This design comes from an exercise in tuning for small area on the open sky130 flow, not from production work. The RTL was checked by simulation tests, not by an equivalence proof against the original design. Power figures rest on the tool's default switching activity, not on a simulated workload.

// decode_stage
module decode_stage (
    input  logic               clk,
    input  logic               reset,
    input  decode_pkg::word_t  instruction,
    input  decode_pkg::word_t  pc_plus_four,
    input  logic               stall,
    input  decode_pkg::wb_t    wb,
    input  decode_pkg::fwd_t   fwd_ex,
    input  decode_pkg::fwd_t   fwd_mem,
    output decode_pkg::id_ex_t id_ex,
    output logic               jump_taken,
    output decode_pkg::word_t  target,
    output logic               fetch_hold
);
    decode_pkg::ctrl_t      ctrl;
    decode_pkg::alu_op_t    alu_op;
    decode_pkg::dmem_info_t dmem;
    logic                   insert_bubble;
    decode_pkg::word_t      rd_a;
    decode_pkg::word_t      rd_int_or_a;
    logic                   rd_int_hit_a;
    logic                   rd_int_zero_a;
    decode_pkg::word_t      rd_b;
    decode_control control (
        .clk           (clk),
        .reset         (reset),
        .stall         (stall),
        .instruction   (instruction),
        .ctrl          (ctrl),
        .alu_op        (alu_op),
        .dmem          (dmem),
        .insert_bubble (insert_bubble),
        .fetch_hold    (fetch_hold)
    );
    reg_file regs (
        .clk       (clk),
        .reset     (reset),
        .we        (wb.we),
        .wr_fp     (wb.fp),
        .wr_addr   (wb.addr),
        .wr_data   (wb.data),
        .fp_sel    (ctrl.fp_write),
        .rd_addr_a (instruction[25:21]),
        .rd_addr_b (instruction[20:16]),
        .rd_int_or_a  (rd_int_or_a),
        .rd_int_hit_a (rd_int_hit_a),
        .rd_int_zero_a(rd_int_zero_a),
        .rd_data_a (rd_a),
        .rd_data_b (rd_b)
    );
    branch_unit branch (
        .instruction  (instruction),
        .pc_plus_four (pc_plus_four),
        .ctrl         (ctrl),
        .rs_or        (rd_int_or_a),
        .rs_hit_wb    (rd_int_hit_a),
        .rs_zero      (rd_int_zero_a),
        .wb_data      (wb.data),
        .fwd_ex       (fwd_ex),
        .fwd_mem      (fwd_mem),
        .jump_taken   (jump_taken),
        .target       (target)
    );
    operand_latch latch (
        .clk           (clk),
        .reset         (reset),
        .stall         (stall),
        .insert_bubble (insert_bubble),
  ...
Size in the first run: ~7,100 cells after synthesis, ~2,200 flip-flops.
clock: 7.0 ns
lec_check: 0
cap_margin: 20
cell_pad_in_sites_detail_placement: 1
cell_pad_in_sites_global_placement: 1
core_margin: 2
core_utilization: 40
cts_cluster_diameter: 80
cts_cluster_size: 25
setup_slack_margin: 0.3
slew_margin: 20
run.sh (not shown) runs the stock make flow with config.mk's settings and CLKGATE_MAP_FILE= SYNTH_SCRIPT=/design/flow/synth_recipe.tcl, a recipe that flattens the netlist after the stock synthesis.
The starting point finished clean.
Then changed:
==> flow/flow/run.sh (new file) <==
#!/bin/bash
# Layout: the standard ORFS flow (standard.sh), unchanged synthesis, with
# two extra ORFS settings for area: plain buf_1 cells on the ports instead of
# the delay buffers buffer_ports picks, and larger sink clusters without dummy
# loads in the clock tree.
set -euo pipefail
here=$(pwd)
export BUFFER_PORTS_ARGS="-buffer_cell sky130_fd_sc_hd__buf_1"
export CTS_ARGS="-sink_clustering_enable -repair_clock_nets -dont_use_dummy_load -sink_clustering_size 25 -sink_clustering_max_diameter 80"
bash standard.sh finish > "$here/standard.log" 2>&1
==> flow/standard.sh (new file) <==
#!/bin/bash
# synth_recipe.tcl (not shown) runs the flow's synth.tcl, then flattens the netlist and writes it again
# the make line also repeats each setting of config.mk as NAME=value (left out here)
make -C /OpenROAD-flow-scripts/flow DESIGN_CONFIG=/design/flow/config.mk WORK_HOME=/design/flow/orfs CLKGATE_MAP_FILE= SYNTH_SCRIPT=/design/flow/synth_recipe.tcl "${@:-finish}"
Settings changed: CTS_CLUSTER_DIAMETER 80 to unset, CTS_CLUSTER_SIZE 25 to unset.
removed: flow/run.sh
Effect: This time the run completed, yet does not pass: setup timing; clock power went down by 15%; setup slack gets worse by 0.11 ns; total power goes down by 6.1%; design area went down by 5.0%; clock skew went up by 0.027 ns; worst hold slack gains 0.015 ns.
Then changed:
==> flow/run.sh (new file) <==
#!/bin/bash
# synth_recipe.tcl (not shown) runs the flow's synth.tcl, then flattens the netlist and writes it again
# the make line also repeats each setting of config.mk as NAME=value (left out here)
make -C /OpenROAD-flow-scripts/flow DESIGN_CONFIG=/design/flow/config.mk WORK_HOME=/design/flow/orfs CLKGATE_MAP_FILE= SYNTH_SCRIPT=/design/flow/synth_recipe.tcl finish
Settings changed: CAP_MARGIN 20 to 10, CELL_PAD_IN_SITES_DETAIL_PLACEMENT 1 to unset, CELL_PAD_IN_SITES_GLOBAL_PLACEMENT 1 to unset, CTS_BUF_LIST set to sky130_fd_sc_hd__clkbuf_4 sky130_fd_sc_hd__clkbuf_8, CTS_CLUSTER_SIZE set to 20, SETUP_SLACK_MARGIN 0.3 to 0.05, SLEW_MARGIN 20 to 10.
removed: flow/flow/run.sh
removed: flow/standard.sh
Effect:
- This time the run ran to the end with violations: capacitance limit, slew limit, setup timing
- total power increases by 15%
- cell area increases by about 6%
- setup slack loses 0.12 ns
- fmax goes down by 1.7%
- final cell count rose by 5.8%
- non-clock buffer count is higher by 101
- via count went up by about 5%
- clock-buffer cell count came out higher by 340
- die area is unchanged
- wire length goes down by 1.9%

-- port drivers added, routing unchanged --
Ports are ideal in the flow. The routed layouts listed here were re-timed in OpenROAD. Step 1: set_driving_cell puts a clkbuf_16 on clk and a buf_2 on each other input, an assumption about the parent block. Step 2 times the ports against the registers' clock, not the clock port: input delays grow and output delays shrink by t, the midpoint of the rising clock arrivals with the driver on. a / b / c = no drivers / after step 1 / after step 2; a / b = the first two.
run	t, ns	slack for setup (ns)	worst setup path at the end
the first run	0.995	0.098 / 0.064 / 0.064	input to output
the second run	0.935	-0.012 / -0.043 / -0.043	input to output
the third run	1.208	-0.135 / -0.206 / -0.206	input to output
For the third run, which loses most, drivers alone change the setup slack by -0.071 ns; drivers and shift together by -0.071 ns.
